This design comes from an exercise in tuning for small area and a short achievable clock period on the open sky130 flow, not from production work.
At most, simulation tests tie the RTL to the original design; equivalence was not proved.
Power figures rest on the tool's default switching activity, not on a simulated workload.

==> module csr_illegal, before the edit <==
module csr_illegal (
    input  logic [11:0] a,
    input  logic        new_request,
    input  logic        pm,
    output logic        illegal
);
    logic x, xb, z543, z543b, z620, z_ab7, z21, m61, m620, h_f0, f_765, f_3142, h_b, h_c;
    csr_g_and3   g_x     (.a(pm), .b(a[9]), .c(a[8]), .y(x));           
    csr_g_and3   g_xb    (.a(pm), .b(a[9]), .c(a[8]), .y(xb));
    csr_g_nor3   g_z543  (.a(a[5]), .b(a[4]), .c(a[3]), .y(z543));
    csr_g_nor3   g_z543b (.a(a[5]), .b(a[4]), .c(a[3]), .y(z543b));
    csr_g_nor3   g_z620  (.a(a[6]), .b(a[2]), .c(a[0]), .y(z620));
    csr_g_nor3   g_zab7  (.a(a[11]), .b(a[10]), .c(a[7]), .y(z_ab7));
    csr_g_nor2   g_z21   (.a(a[2]), .b(a[1]), .y(z21));
    csr_g_nor3b  g_m61   (.a(a[6]), .b(a[1]), .cn(a[0]), .y(m61));      
    csr_g_nor3b  g_m620  (.a(a[2]), .b(a[0]), .cn(a[6]), .y(m620));     
    csr_g_and3b  g_hf0   (.an(a[0]), .b(a[11]), .c(a[10]), .y(h_f0));   
    csr_g_nor3   g_f765  (.a(a[7]), .b(a[6]), .c(a[5]), .y(f_765));
    csr_g_nor4bb g_f3142 (.a(a[3]), .b(a[1]), .cn(a[4]), .dn(a[2]), .y(f_3142));  
    csr_g_nor2b  g_hb    (.a(a[10]), .bn(a[11]), .y(h_b));              
    csr_g_and4bb g_hc    (.an(a[9]), .bn(a[8]), .c(a[11]), .d(a[10]), .y(h_c));  
    logic n1a, n1b, n1c, n2, n3, n4;
    csr_g_nand4 g_n1a (.a(x), .b(z_ab7), .c(z543), .d(z21),  .y(n1a));
    csr_g_nand4 g_n1b (.a(x), .b(z_ab7), .c(z543), .d(m61),  .y(n1b));
    csr_g_nand4 g_n1c (.a(x), .b(z_ab7), .c(z543), .d(m620), .y(n1c));
    csr_g_nand4 g_n2  (.a(xb), .b(h_f0),  .c(f_765), .d(f_3142), .y(n2));
    csr_g_nand4 g_n3  (.a(xb), .b(h_b),   .c(z543b), .d(z620), .y(n3));
    csr_g_nand3 g_n4  (.a(h_c), .b(z543b), .c(z620), .y(n4));
    logic u1, u2;
    csr_g_nand3 g_u1 (.a(n1a), .b(n1b), .c(n1c), .y(u1));
    csr_g_nand3 g_u2 (.a(n2),  .b(n3),  .c(n4),  .y(u2));
    csr_g_nor3b g_ill (.a(u1), .b(u2), .cn(new_request), .y(illegal));
endmodule
==> flow/config.mk <==
export PLATFORM = sky130hd
export DESIGN_NAME = csr_unit
export DESIGN_NICKNAME = csr_unit
export VERILOG_FILES = /design/flow/design.v
export SDC_FILE = /design/flow/constraint.sdc
export NUM_CORES = 4
export LEC_CHECK = 0
export CAP_MARGIN = 20
export CORE_MARGIN = 2
export CORE_UTILIZATION = 40
export CTS_BUF_LIST = sky130_fd_sc_hd__clkbuf_8
export CTS_CLUSTER_DIAMETER = 60
export CTS_CLUSTER_SIZE = 12
export SETUP_SLACK_MARGIN = 1.85
export SLEW_MARGIN = 20
export SYNTH_HIERARCHICAL = 1
==> flow/constraint.sdc <==
create_clock -name core_clock -period 4.2 [get_ports {clk}]
set_input_delay 0.8400 -clock core_clock [delete_from_list [all_inputs] [get_ports {clk}]]
set_output_delay 0.8400 -clock core_clock [all_outputs]
set_load 0.01 [all_outputs]
standard.sh (not shown) runs the stock make flow with config.mk's settings and CLKGATE_MAP_FILE= SYNTH_SCRIPT=/design/flow/synth_recipe.tcl, a recipe that flattens the netlist after the stock synthesis.
==> flow/flow/run.sh <==
#!/bin/bash
# Standard layout (standard.sh) with these changes:
# - the port buffers are inserted as buf_1 (later repair sizes them up where needed);
# - before floorplan, every combinational cell off the csr_exception path is set to
#   the smallest drive strength of its function (downsize.tcl); the floorplan,
#   placement and CTS repair steps then size up what timing, slew and capacitance need;
# - after global placement, the input buffers feeding the csr_exception path are
#   set to buf_8 (portbuf.tcl).
# ORFS writes each step's full log under orfs/logs/; make's output goes to standard.log.
set -euo pipefail
here="$(cd "$(dirname "${BASH_SOURCE[0]}")" && pwd)"
export BUFFER_PORTS_ARGS="-buffer_cell sky130_fd_sc_hd__buf_1"
export PRE_FLOORPLAN_TCL="$here/downsize.tcl"
export POST_GLOBAL_PLACE_TCL="$here/portbuf.tcl"
bash standard.sh finish > standard.log 2>&1
Other scripts of this flow, unchanged in this note and not shown: flow/flow/cone.tcl, flow/flow/downsize.tcl, flow/flow/portbuf.tcl
Change:
--- a/flow/design.v
+++ b/flow/design.v
@@ -72,35 +72,39 @@
     input  logic [11:0] a,
     input  logic        new_request,
     input  logic        pm,
     output logic        illegal
 );
-    logic x, xb, z543, z543b, z620, z_ab7, z21, m61, m620, h_f0, f_765, f_3142, h_b, h_c;
-    csr_g_and3   g_x     (.a(pm), .b(a[9]), .c(a[8]), .y(x));           
-    csr_g_and3   g_xb    (.a(pm), .b(a[9]), .c(a[8]), .y(xb));
-    csr_g_nor3   g_z543  (.a(a[5]), .b(a[4]), .c(a[3]), .y(z543));
-    csr_g_nor3   g_z543b (.a(a[5]), .b(a[4]), .c(a[3]), .y(z543b));
-    csr_g_nor3   g_z620  (.a(a[6]), .b(a[2]), .c(a[0]), .y(z620));
-    csr_g_nor3   g_zab7  (.a(a[11]), .b(a[10]), .c(a[7]), .y(z_ab7));
-    csr_g_nor2   g_z21   (.a(a[2]), .b(a[1]), .y(z21));
-    csr_g_nor3b  g_m61   (.a(a[6]), .b(a[1]), .cn(a[0]), .y(m61));      
-    csr_g_nor3b  g_m620  (.a(a[2]), .b(a[0]), .cn(a[6]), .y(m620));     
-    csr_g_and3b  g_hf0   (.an(a[0]), .b(a[11]), .c(a[10]), .y(h_f0));   
-    csr_g_nor3   g_f765  (.a(a[7]), .b(a[6]), .c(a[5]), .y(f_765));
-    csr_g_nor4bb g_f3142 (.a(a[3]), .b(a[1]), .cn(a[4]), .dn(a[2]), .y(f_3142));  
-    csr_g_nor2b  g_hb    (.a(a[10]), .bn(a[11]), .y(h_b));              
-    csr_g_and4bb g_hc    (.an(a[9]), .bn(a[8]), .c(a[11]), .d(a[10]), .y(h_c));  
-    logic n1a, n1b, n1c, n2, n3, n4;
-    csr_g_nand4 g_n1a (.a(x), .b(z_ab7), .c(z543), .d(z21),  .y(n1a));
-    csr_g_nand4 g_n1b (.a(x), .b(z_ab7), .c(z543), .d(m61),  .y(n1b));
-    csr_g_nand4 g_n1c (.a(x), .b(z_ab7), .c(z543), .d(m620), .y(n1c));
-    csr_g_nand4 g_n2  (.a(xb), .b(h_f0),  .c(f_765), .d(f_3142), .y(n2));
-    csr_g_nand4 g_n3  (.a(xb), .b(h_b),   .c(z543b), .d(z620), .y(n3));
-    csr_g_nand3 g_n4  (.a(h_c), .b(z543b), .c(z620), .y(n4));
+    logic x, x0, x6, x11, n_ab7, n_543a, n_543b, n_21, n_61, n_20a, n_20b;
+    logic f_pos, n_765, n_310, n_106, h_c, n_986;
+    csr_g_and3 g_x     (.a(pm), .b(a[9]), .c(a[8]), .y(x));
+    csr_g_and4 g_x0    (.a(pm), .b(a[9]), .c(a[8]), .d(a[0]), .y(x0));
+    csr_g_and4 g_x6    (.a(pm), .b(a[9]), .c(a[8]), .d(a[6]), .y(x6));
+    csr_g_and4 g_x11   (.a(pm), .b(a[9]), .c(a[8]), .d(a[11]), .y(x11));
+    csr_g_nor3 g_ab7   (.a(a[11]), .b(a[10]), .c(a[7]), .y(n_ab7));
+    csr_g_nor3 g_543a  (.a(a[5]), .b(a[4]), .c(a[3]), .y(n_543a));
+    csr_g_nor3 g_543b  (.a(a[5]), .b(a[4]), .c(a[3]), .y(n_543b));
+    csr_g_nor2 g_21    (.a(a[2]), .b(a[1]), .y(n_21));
+    csr_g_nor2 g_61    (.a(a[6]), .b(a[1]), .y(n_61));
+    csr_g_nor2 g_20a   (.a(a[2]), .b(a[0]), .y(n_20a));
+    csr_g_nor2 g_20b   (.a(a[2]), .b(a[0]), .y(n_20b));
+    csr_g_and4 g_fpos  (.a(a[11]), .b(a[10]), .c(a[4]), .d(a[2]), .y(f_pos));
+    csr_g_nor3 g_765   (.a(a[7]), .b(a[6]), .c(a[5]), .y(n_765));
+    csr_g_nor3 g_310   (.a(a[3]), .b(a[1]), .c(a[0]), .y(n_310));
+    csr_g_nor2 g_106   (.a(a[10]), .b(a[6]), .y(n_106));
+    csr_g_and2 g_hc    (.a(a[11]), .b(a[10]), .y(h_c));
+    csr_g_nor3 g_986   (.a(a[9]), .b(a[8]), .c(a[6]), .y(n_986));
+    logic n1, n2, n3, n4, n5, n6;
+    csr_g_nand4 g_n1 (.a(x),     .b(n_ab7), .c(n_543a), .d(n_21),  .y(n1));
+    csr_g_nand4 g_n2 (.a(x0),    .b(n_ab7), .c(n_543a), .d(n_61),  .y(n2));
+    csr_g_nand4 g_n3 (.a(x6),    .b(n_ab7), .c(n_543a), .d(n_20a), .y(n3));
+    csr_g_nand4 g_n4 (.a(x),     .b(f_pos), .c(n_765),  .d(n_310), .y(n4));
+    csr_g_nand4 g_n5 (.a(x11),   .b(n_106), .c(n_543b), .d(n_20b), .y(n5));
+    csr_g_nand4 g_n6 (.a(h_c),   .b(n_986), .c(n_543b), .d(n_20b), .y(n6));
     logic u1, u2;
-    csr_g_nand3 g_u1 (.a(n1a), .b(n1b), .c(n1c), .y(u1));
-    csr_g_nand3 g_u2 (.a(n2),  .b(n3),  .c(n4),  .y(u2));
+    csr_g_nand3 g_u1 (.a(n1), .b(n2), .c(n3), .y(u1));
+    csr_g_nand3 g_u2 (.a(n4), .b(n5), .c(n6), .y(u2));
     csr_g_nor3b g_ill (.a(u1), .b(u2), .cn(new_request), .y(illegal));
 endmodule
 module csr_g_a222oi (input logic a1, a2, b1, b2, c1, c2, output logic y);
     assign y = !((a1 && a2) || (b1 && b2) || (c1 && c2));
 endmodule
Die area hardly moves; wire length rises slightly; clock skew fell by 9.5 ps; non-clock buffer count grows by 5; final area stays flat; fmax hardly moves; sequential share of layout area hardly moves; setup slack gains 6.4 ps; power is lower by a few percent.
Function not checked in the second run of this note: the RTL went through the layout flow alone.

## re-timing with driven ports
Ports are ideal in the flow. The routed layouts listed here were re-timed in OpenROAD.
Step 1, drivers: a clkbuf_16 drives clk and a buf_2 each remaining input, both assumed.
Step 2 adds t to the input delays and takes it off the output delays; t is the mean of the earliest and latest rising clock arrival at the registers after step 1. Input paths then give back, and output paths get back, about the clock's delay inside the block.
Slacks: no drivers / after step 1 / after step 2; pairs: no drivers / after step 1.
run | shift t [ns] | setup slack, ns | pins driven straight from the clock port
the first run | 0.655 | 1.730 / 1.676 / 1.291 | 1
the second run | 0.629 | 1.737 / 1.699 / 1.258 | 1
After both steps every run listed still meets setup and hold. For the second run, which loses most, drivers alone change the setup slack by -0.038 ns; drivers and shift together by -0.479 ns.
